Background: an optimization exercise with open tools, aiming at a short achievable clock period and few clock cycles per item. Do not read the settings as production practice. In this exercise RTL edits were held to simulation tests only and were not proved equivalent to the original. No activity file was given, so power comes from the tool's default toggle rates.

==> run a <==
Design dma_read_top, start of the top module:
module dma_read_top #(
   parameter int NUM_TAGS = 16,
   parameter int DATA_W   = 64
) (
   input  logic                   i_clk,
   input  logic                   i_rst_n,
   input  logic                   i_req_v,
   output logic                   o_req_r,
   input  dma_read_pkg::eng_tag_t i_req_eng_tag,
   input  dma_read_pkg::addr_t    i_req_addr,
   input  dma_read_pkg::len_t     i_req_len,
   output logic                   o_cmd_v,
   input  logic                   i_cmd_r,
   output dma_read_pkg::tag_t     o_cmd_tag,
   output dma_read_pkg::addr_t    o_cmd_addr,
   output dma_read_pkg::len_t     o_cmd_len,
   input  logic                   i_cpl_v,
   input  dma_read_pkg::tag_t     i_cpl_tag,
   input  logic [DATA_W-1:0]      i_cpl_data,
   input  logic                   i_cpl_last,
   input  logic                   i_cpl_err,
   output logic                   o_rsp_v,
   output dma_read_pkg::eng_tag_t o_rsp_eng_tag,
   output logic [dma_read_pkg::BEAT_W-1:0] o_rsp_beat,
   output logic [DATA_W-1:0]      o_rsp_data,
   output logic                   o_rsp_last,
   output logic                   o_rsp_err,
   input  logic                   i_rsp_r
);
==> module sync_fifo, before the edit <==
module sync_fifo #(
   parameter int  DEPTH = 16,
   parameter int  W     = 1,
   parameter int  MC    = 4
) (
   input  logic i_clk,
   input  logic i_rst_n,
   input  logic i_push,
   input  logic [W-1:0] i_din,
   input  logic [1:0]   i_din_lm1,
   input  logic i_din_err,
   output logic o_v,
   input  logic i_pop,
   output logic [W-1:0] o_dout,
   output logic [1:0]   o_dout_lm1,
   output logic o_dout_err,
   output logic [MC*(1<<W)-1:0] o_sel
);
   localparam int MD    = DEPTH;
   localparam int PTR_W = $clog2(MD);
   localparam int EW    = W + 3;
   logic [EW-1:0]    mem [MD];
   logic [PTR_W:0]   wr_ptr;
   logic [PTR_W:0]   rd_ptr;
   logic             mem_v;
   logic             head_free;
   logic             to_head;
   logic             from_mem;
   logic             to_mem;
   logic [EW-1:0]    head_in;
   logic [W-1:0]     in_tag;
   logic [1:0]       in_lm1;
   assign head_free = ~o_v | i_pop;
   assign mem_v     = (wr_ptr != rd_ptr);
   assign from_mem  = head_free & mem_v;
   assign to_head   = head_free & ~mem_v & i_push;
   assign to_mem    = i_push & ~to_head;
   assign head_in   = mem_v ? mem[rd_ptr[PTR_W-1:0]] : {i_din, i_din_lm1, i_din_err};
   assign in_tag    = head_in[EW-1:3];
   assign in_lm1    = head_in[2:1];
   always_ff @(posedge i_clk)
   begin
      if (!i_rst_n)
      begin
         o_v    <= 1'b0;
         wr_ptr <= '0;
         rd_ptr <= '0;
      end
      else
      begin
         if (head_free)
            o_v <= mem_v | i_push;
         if (to_mem)
            wr_ptr <= wr_ptr + (PTR_W+1)'(1);
         if (from_mem)
            rd_ptr <= rd_ptr + (PTR_W+1)'(1);
      end
   end
   always_ff @(posedge i_clk)
   begin
      if (to_mem)
         mem[wr_ptr[PTR_W-1:0]] <= {i_din, i_din_lm1, i_din_err};
      if (head_free)
      begin
         {o_dout, o_dout_lm1, o_dout_err} <= head_in;
         for (int c = 0; c < MC; c++)
            for (int t = 0; t < (1<<W); t++)
               o_sel[c*(1<<W)+t] <= (in_tag == W'(t)) && (in_lm1 >= 2'(c));
      end
   end
endmodule
make LEC_CHECK=0 ABC_CLOCK_PERIOD_IN_PS=2000 CAP_MARGIN=20 CORE_MARGIN=2 CORE_UTILIZATION=75 CTS_CLUSTER_DIAMETER=80 CTS_CLUSTER_SIZE=25 PLACE_DENSITY=0.8 SETUP_SLACK_MARGIN=2.7 SLEW_MARGIN=20 TNS_END_PERCENT=100 finish   # period 5.0 ns
run.sh (not shown) runs the stock make flow with config.mk's settings and CLKGATE_MAP_FILE= SYNTH_SCRIPT=/design/flow/synth_recipe.tcl, a recipe that flattens the netlist after the stock synthesis.
==> inputs of run b, as changes to run a <==
--- a/flow/design.v
+++ b/flow/design.v
@@ -34,65 +34,46 @@
    output logic o_v,
    input  logic i_pop,
    output logic [W-1:0] o_dout,
    output logic [1:0]   o_dout_lm1,
    output logic o_dout_err,
    output logic [MC*(1<<W)-1:0] o_sel
 );
-   localparam int MD    = DEPTH;
-   localparam int PTR_W = $clog2(MD);
-   localparam int EW    = W + 3;
-   logic [EW-1:0]    mem [MD];
-   logic [PTR_W:0]   wr_ptr;
-   logic [PTR_W:0]   rd_ptr;
-   logic             mem_v;
-   logic             head_free;
-   logic             to_head;
-   logic             from_mem;
-   logic             to_mem;
-   logic [EW-1:0]    head_in;
-   logic [W-1:0]     in_tag;
-   logic [1:0]       in_lm1;
-   assign head_free = ~o_v | i_pop;
-   assign mem_v     = (wr_ptr != rd_ptr);
-   assign from_mem  = head_free & mem_v;
-   assign to_head   = head_free & ~mem_v & i_push;
-   assign to_mem    = i_push & ~to_head;
-   assign head_in   = mem_v ? mem[rd_ptr[PTR_W-1:0]] : {i_din, i_din_lm1, i_din_err};
-   assign in_tag    = head_in[EW-1:3];
-   assign in_lm1    = head_in[2:1];
+   localparam int EW = W + 3;
+   logic [EW-1:0]    q [DEPTH];
+   logic [DEPTH-1:0] v;
+   logic             pop;
+   logic [EW-1:0]    din;
+   logic [EW-1:0]    head_nxt;
+   assign pop = i_pop & v[0];
+   assign din = {i_din, i_din_lm1, i_din_err};
+   assign o_v = v[0];
+   assign {o_dout, o_dout_lm1, o_dout_err} = q[0];
+   assign head_nxt = pop ? (v[1] ? q[1] : din) : (v[0] ? q[0] : din);
    always_ff @(posedge i_clk)
    begin
       if (!i_rst_n)
-      begin
-         o_v    <= 1'b0;
-         wr_ptr <= '0;
-         rd_ptr <= '0;
-      end
-      else
-      begin
-         if (head_free)
-            o_v <= mem_v | i_push;
-         if (to_mem)
-            wr_ptr <= wr_ptr + (PTR_W+1)'(1);
-         if (from_mem)
-            rd_ptr <= rd_ptr + (PTR_W+1)'(1);
-      end
+         v <= '0;
+      else if (pop & ~i_push)
+         v <= {1'b0, v[DEPTH-1:1]};
+      else if (i_push & ~pop)
+         v <= {v[DEPTH-2:0], 1'b1};
    end
    always_ff @(posedge i_clk)
    begin
-      if (to_mem)
-         mem[wr_ptr[PTR_W-1:0]] <= {i_din, i_din_lm1, i_din_err};
-      if (head_free)
+      for (int i = 0; i < DEPTH; i++)
       begin
-         {o_dout, o_dout_lm1, o_dout_err} <= head_in;
-         for (int c = 0; c < MC; c++)
-            for (int t = 0; t < (1<<W); t++)
-               o_sel[c*(1<<W)+t] <= (in_tag == W'(t)) && (in_lm1 >= 2'(c));
+         if (pop)
+            q[i] <= (i < DEPTH-1 && v[(i+1) % DEPTH]) ? q[(i+1) % DEPTH] : din;
+         else if (!v[i])
+            q[i] <= din;
       end
+      for (int c = 0; c < MC; c++)
+         for (int t = 0; t < (1<<W); t++)
+            o_sel[c*(1<<W)+t] <= (head_nxt[EW-1:3] == W'(t)) && (head_nxt[2:1] >= 2'(c));
    end
 endmodule
 `timescale 1ns/100ps
 module tag_free_list #(
    parameter int NUM_TAGS = 16
 ) (
    input  logic               i_clk,
@@ -160,14 +141,19 @@
    logic [AW-1:0]          c_addr;
    dma_read_pkg::eng_tag_t c_eng;
    logic                   acc;
    logic                   c_free;
    logic                   c_load;
    logic [AW-1:0]          in_addr;
    logic                   s_next;
+   dma_read_pkg::tag_t     p_tag;
+   logic [AW-1:0]          p_addr;
+   dma_read_pkg::len_t     p_len;
+   logic [AW-1:0]          n_addr;
+   dma_read_pkg::len_t     n_len;
    assign in_addr = (i_req_len == dma_read_pkg::len_t'(1)) ?
                     i_req_addr[dma_read_pkg::ADDR_W-1:LO_SHORT] :
                     {i_req_addr[dma_read_pkg::ADDR_W-1:LO_LONG], {(LO_LONG-LO_SHORT){1'b0}}};
    assign acc    = i_req_v & o_req_r;
    assign c_free = ~o_cmd_v | i_cmd_r;
    assign c_load = c_free & i_tag_v & (s_v | acc);
    assign o_tag_r = c_load;
@@ -194,39 +180,55 @@
       if (acc & ~s_v)
       begin
          s_addr <= in_addr;
          s_len  <= i_req_len;
          s_eng  <= i_req_eng_tag;
       end
    end
+   assign n_addr = s_v ? s_addr : in_addr;
+   assign n_len  = s_v ? s_len : i_req_len;
+   always_ff @(posedge i_clk)
+   begin
+      if (c_load)
+      begin
+         p_tag  <= i_tag;
+         p_addr <= n_addr;
+         p_len  <= n_len;
+         c_eng  <= s_v ? s_eng : i_req_eng_tag;
+      end
+   end
    always_ff @(posedge i_clk)
    begin
       if (!i_rst_n)
       begin
          o_cmd_tag <= '0;
          c_addr    <= '0;
          o_cmd_len <= '0;
       end
       else if (c_load)
       begin
          o_cmd_tag <= i_tag;
-         c_addr    <= s_v ? s_addr : in_addr;
-         o_cmd_len <= s_v ? s_len : i_req_len;
+         c_addr    <= n_addr;
+         o_cmd_len <= n_len;
+      end
+      else
+      begin
+         o_cmd_tag <= p_tag;
+         c_addr    <= p_addr;
+         o_cmd_len <= p_len;
       end
-      if (c_load)
-         c_eng     <= s_v ? s_eng : i_req_eng_tag;
    end
    always_ff @(posedge i_clk)
    begin
       for (int t = 0; t < NUM_TAGS; t++)
       begin
-         if (o_cmd_v && o_cmd_tag == dma_read_pkg::tag_t'(t))
+         if (o_cmd_v && p_tag == dma_read_pkg::tag_t'(t))
          begin
             o_ctx_eng[t*dma_read_pkg::ENG_TAG_W +: dma_read_pkg::ENG_TAG_W] <= c_eng;
-            o_ctx_lm1[t*2 +: 2] <= 2'(o_cmd_len - dma_read_pkg::len_t'(1));
+            o_ctx_lm1[t*2 +: 2] <= 2'(p_len - dma_read_pkg::len_t'(1));
          end
       end
    end
 endmodule
 `timescale 1ns/100ps
 module cpl_collect #(
    parameter int NUM_TAGS = 16,
@@ -246,14 +248,16 @@
    output logic                   o_done_err,
    output logic [NUM_TAGS*dma_read_pkg::MAX_CHUNKS*DATA_W-1:0] o_buf
 );
    localparam int MC = dma_read_pkg::MAX_CHUNKS;
    logic [1:0]             cnt_q [NUM_TAGS];
    logic [NUM_TAGS-1:0]    err_q;
    logic [NUM_TAGS-1:0]    hit;
+   logic [NUM_TAGS-1:0]    bad;
+   logic [1:0]             done_lm1;
    always_comb
    begin
       for (int t = 0; t < NUM_TAGS; t++)
          hit[t] = i_cpl_v & (i_cpl_tag == dma_read_pkg::tag_t'(t));
    end
    always_ff @(posedge i_clk)
    begin
@@ -284,17 +288,25 @@
             if (hit[t] && cnt_q[t] == 2'(c))
                o_buf[(t*MC+c)*DATA_W +: DATA_W] <= i_cpl_data;
          end
       end
    end
    assign o_done_v   = i_cpl_v & i_cpl_last;
    assign o_done_tag = i_cpl_tag;
-   assign o_done_lm1 = i_ctx_lm1[i_cpl_tag*2 +: 2];
-   assign o_done_err = err_q[i_cpl_tag] | i_cpl_err |
-                       (cnt_q[i_cpl_tag] != i_ctx_lm1[i_cpl_tag*2 +: 2]);
+   always_comb
+   begin
+      done_lm1 = '0;
+      for (int t = 0; t < NUM_TAGS; t++)
+      begin
+         bad[t]   = err_q[t] | (cnt_q[t] != i_ctx_lm1[t*2 +: 2]);
+         done_lm1 = done_lm1 | ({2{hit[t]}} & i_ctx_lm1[t*2 +: 2]);
+      end
+   end
+   assign o_done_lm1 = done_lm1;
+   assign o_done_err = |(hit & bad) | i_cpl_err;
 endmodule
 `timescale 1ns/100ps
 module rsp_return #(
    parameter int NUM_TAGS = 16,
    parameter int DATA_W   = 64
 ) (
    input  logic                   i_clk,
@@ -330,14 +342,20 @@
    logic [1:0]             r_lm1;
    logic                   r_last;
    dma_read_pkg::eng_tag_t r_eng;
    logic                   r_err;
    logic                   emit;
    logic                   r_load;
    logic                   pop;
+   logic                   o_load;
+   dma_read_pkg::eng_tag_t p_eng;
+   logic [1:0]             p_beat;
+   logic [DATA_W-1:0]      p_data;
+   logic                   p_last;
+   logic                   p_err;
    logic [DATA_W-1:0]      e_data;
    sync_fifo #(
       .DEPTH (NUM_TAGS),
       .W     (dma_read_pkg::TAG_W),
       .MC    (MC)
    ) done_fifo_inst (
       .i_clk      (i_clk),
@@ -374,14 +392,15 @@
       e_data = '0;
       for (int c = 0; c < MC; c++)
          e_data = e_data | ({DATA_W{r_boh[c]}} & r_data[c]);
    end
    assign emit   = r_v & (~o_rsp_v | i_rsp_r);
    assign r_load = h_v & (~r_v | (emit & r_last));
    assign pop    = o_rsp_v & i_rsp_r;
+   assign o_load = ~o_rsp_v | i_rsp_r;
    assign o_free_v   = r_load;
    assign o_free_tag = h_tag;
    always_ff @(posedge i_clk)
    begin
       if (!i_rst_n)
       begin
          r_v     <= 1'b0;
@@ -395,30 +414,49 @@
             r_v <= 1'b0;
          if (~o_rsp_v | pop)
             o_rsp_v <= emit;
       end
    end
    always_ff @(posedge i_clk)
    begin
+      if (o_load)
+      begin
+         p_eng  <= r_eng;
+         p_beat <= r_beat;
+         p_data <= e_data;
+         p_last <= r_last;
+         p_err  <= r_last & r_err;
+      end
+   end
+   always_ff @(posedge i_clk)
+   begin
       if (!i_rst_n)
       begin
          o_rsp_eng_tag <= '0;
          o_rsp_beat    <= '0;
          o_rsp_data    <= '0;
          o_rsp_last    <= 1'b0;
          o_rsp_err     <= 1'b0;
       end
-      else if (~o_rsp_v | pop)
+      else if (o_load)
       begin
          o_rsp_eng_tag <= r_eng;
          o_rsp_beat    <= r_beat;
          o_rsp_data    <= e_data;
          o_rsp_last    <= r_last;
          o_rsp_err     <= r_last & r_err;
       end
+      else
+      begin
+         o_rsp_eng_tag <= p_eng;
+         o_rsp_beat    <= p_beat;
+         o_rsp_data    <= p_data;
+         o_rsp_last    <= p_last;
+         o_rsp_err     <= p_err;
+      end
    end
    always_ff @(posedge i_clk)
    begin
       if (r_load)
       begin
          for (int c = 0; c < MC; c++)
             r_data[c] <= h_data[c];
Settings changed: CAP_MARGIN 20 to 40, SLEW_MARGIN 20 to 70.
==> inputs of run c, as changes to run a <==
--- a/flow/design.v
+++ b/flow/design.v
@@ -34,65 +34,46 @@
    output logic o_v,
    input  logic i_pop,
    output logic [W-1:0] o_dout,
    output logic [1:0]   o_dout_lm1,
    output logic o_dout_err,
    output logic [MC*(1<<W)-1:0] o_sel
 );
-   localparam int MD    = DEPTH;
-   localparam int PTR_W = $clog2(MD);
-   localparam int EW    = W + 3;
-   logic [EW-1:0]    mem [MD];
-   logic [PTR_W:0]   wr_ptr;
-   logic [PTR_W:0]   rd_ptr;
-   logic             mem_v;
-   logic             head_free;
-   logic             to_head;
-   logic             from_mem;
-   logic             to_mem;
-   logic [EW-1:0]    head_in;
-   logic [W-1:0]     in_tag;
-   logic [1:0]       in_lm1;
-   assign head_free = ~o_v | i_pop;
-   assign mem_v     = (wr_ptr != rd_ptr);
-   assign from_mem  = head_free & mem_v;
-   assign to_head   = head_free & ~mem_v & i_push;
-   assign to_mem    = i_push & ~to_head;
-   assign head_in   = mem_v ? mem[rd_ptr[PTR_W-1:0]] : {i_din, i_din_lm1, i_din_err};
-   assign in_tag    = head_in[EW-1:3];
-   assign in_lm1    = head_in[2:1];
+   localparam int EW = W + 3;
+   logic [EW-1:0]    q [DEPTH];
+   logic [DEPTH-1:0] v;
+   logic             pop;
+   logic [EW-1:0]    din;
+   logic [EW-1:0]    head_nxt;
+   assign pop = i_pop & v[0];
+   assign din = {i_din, i_din_lm1, i_din_err};
+   assign o_v = v[0];
+   assign {o_dout, o_dout_lm1, o_dout_err} = q[0];
+   assign head_nxt = pop ? (v[1] ? q[1] : din) : (v[0] ? q[0] : din);
    always_ff @(posedge i_clk)
    begin
       if (!i_rst_n)
-      begin
-         o_v    <= 1'b0;
-         wr_ptr <= '0;
-         rd_ptr <= '0;
-      end
-      else
-      begin
-         if (head_free)
-            o_v <= mem_v | i_push;
-         if (to_mem)
-            wr_ptr <= wr_ptr + (PTR_W+1)'(1);
-         if (from_mem)
-            rd_ptr <= rd_ptr + (PTR_W+1)'(1);
-      end
+         v <= '0;
+      else if (pop & ~i_push)
+         v <= {1'b0, v[DEPTH-1:1]};
+      else if (i_push & ~pop)
+         v <= {v[DEPTH-2:0], 1'b1};
    end
    always_ff @(posedge i_clk)
    begin
-      if (to_mem)
-         mem[wr_ptr[PTR_W-1:0]] <= {i_din, i_din_lm1, i_din_err};
-      if (head_free)
+      for (int i = 0; i < DEPTH; i++)
       begin
-         {o_dout, o_dout_lm1, o_dout_err} <= head_in;
-         for (int c = 0; c < MC; c++)
-            for (int t = 0; t < (1<<W); t++)
-               o_sel[c*(1<<W)+t] <= (in_tag == W'(t)) && (in_lm1 >= 2'(c));
+         if (pop)
+            q[i] <= (i < DEPTH-1 && v[(i+1) % DEPTH]) ? q[(i+1) % DEPTH] : din;
+         else if (!v[i])
+            q[i] <= din;
       end
+      for (int c = 0; c < MC; c++)
+         for (int t = 0; t < (1<<W); t++)
+            o_sel[c*(1<<W)+t] <= (head_nxt[EW-1:3] == W'(t)) && (head_nxt[2:1] >= 2'(c));
    end
 endmodule
 `timescale 1ns/100ps
 module tag_free_list #(
    parameter int NUM_TAGS = 16
 ) (
    input  logic               i_clk,
==> impl_metrics.py <==
metrics = {
    "setup_path": {
        "worstSetupPathDepth": 6,
        "worstPathCellList": "buf_4 -> mux4_2 -> mux4_2 -> a31oi_4 -> nand2b_4 -> nor2_1",
        "cpPeakStageDelay_ns": 0.64,
    },
    "die": {
        "initial_core_util_pct": 75.4,
    },
    "run_status": {
        "status": "complete, no violations",
    },
    "routing": {
        "wl_per_cell_um": 42.7,
    },
    "power": {
        "clkPwrFrac_pct": 22.3,
        "p_seq_mw": 50.2,
        "pg_clk_mw": 20.4,
    },
    "global_routing": {
        "grt_pass1_wl_um": 746000,
    },
    "sta": {
        "tightest_slew_ns": 1.17,
    },
    "final_layout": {
        "fin_cells": 12900,
    },
    "placement": {
        "dp_hpwl_um": 290000,
    },
}
the above is filed under run a

==> impl_metrics.py <==
metrics = {
    "setup_path": {
        "cpPeakStageDelay_ns": 0.51,
        "worstSetupPathDepth": 6,
    },
    "placement": {
        "dp_hpwl_um": 344000,
    },
    "power": {
        "clkPwrFrac_pct": 26.6,
        "pg_clk_mw": 21.3,
    },
    "routing": {
        "wl_per_cell_um": 43.6,
    },
    "global_routing": {
        "grt_pass1_wl_um": 793000,
    },
    "final_layout": {
        "fin_cells": 13600,
    },
    "run_status": {
        "status": "complete, no violations",
    },
}
the above is filed under run b

==> impl_metrics.py <==
metrics = {
    "power": {
        "clkPwrFrac_pct": 26.5,
    },
    "final_layout": {
        "fin_cells": 13000,
    },
    "run_status": {
        "status": "complete, no violations",
    },
    "setup_path": {
        "cpPeakStageDelay_ns": 0.61,
        "worstSetupPathDepth": 9,
    },
    "sta": {
        "tightest_slew_ns": 1.25,
    },
    "global_routing": {
        "grt_pass1_wl_um": 754000,
    },
}
the above is filed under run c

Testbench counts of run a, summed over its fixed seeds: cycles 9,443, beats 8,016.
Testbench counts of run b, summed over its fixed seeds: cycles 9,443, beats 8,016.
Testbench counts of run c, summed over its fixed seeds: cycles 9,443, beats 8,016.

## what the ideal ports hide
No port has a modelled driver above. Below, the same layouts with a new extraction and two added sets of constraints. Step 1 (the two cells are an assumption about what drives the block):
set clk [get_ports {i_clk}]
set_driving_cell -lib_cell sky130_fd_sc_hd__clkbuf_16 $clk
set_driving_cell -lib_cell sky130_fd_sc_hd__buf_2 [delete_from_list [all_inputs] $clk]
Step 2 also shifts input and output timing later by t, the mid clock arrival at the registers, as if the neighbouring blocks saw the same clock. Slacks: no drivers / after step 1 / after step 2; pairs: no drivers / after step 1.
run | shift t [ns] | setup slack, ns | clock arrival spread, ns | worst slew at a driven data input, ns | cell pins on the clock port's net
run a | 1.010 | 2.317 / 2.270 / 1.343 | 0.043 / 0.043 | 0.19 | 1
run b | 1.058 | 2.458 / 2.350 / 1.477 | 0.059 / 0.059 | 0.15 | 1
run c | 1.014 | 2.283 / 2.118 / 1.105 | 0.047 / 0.047 | 0.40 | 1
After both steps setup and hold are still met in every run listed. For run c, which loses most, drivers alone change the setup slack by -0.165 ns; drivers and shift together by -1.178 ns.
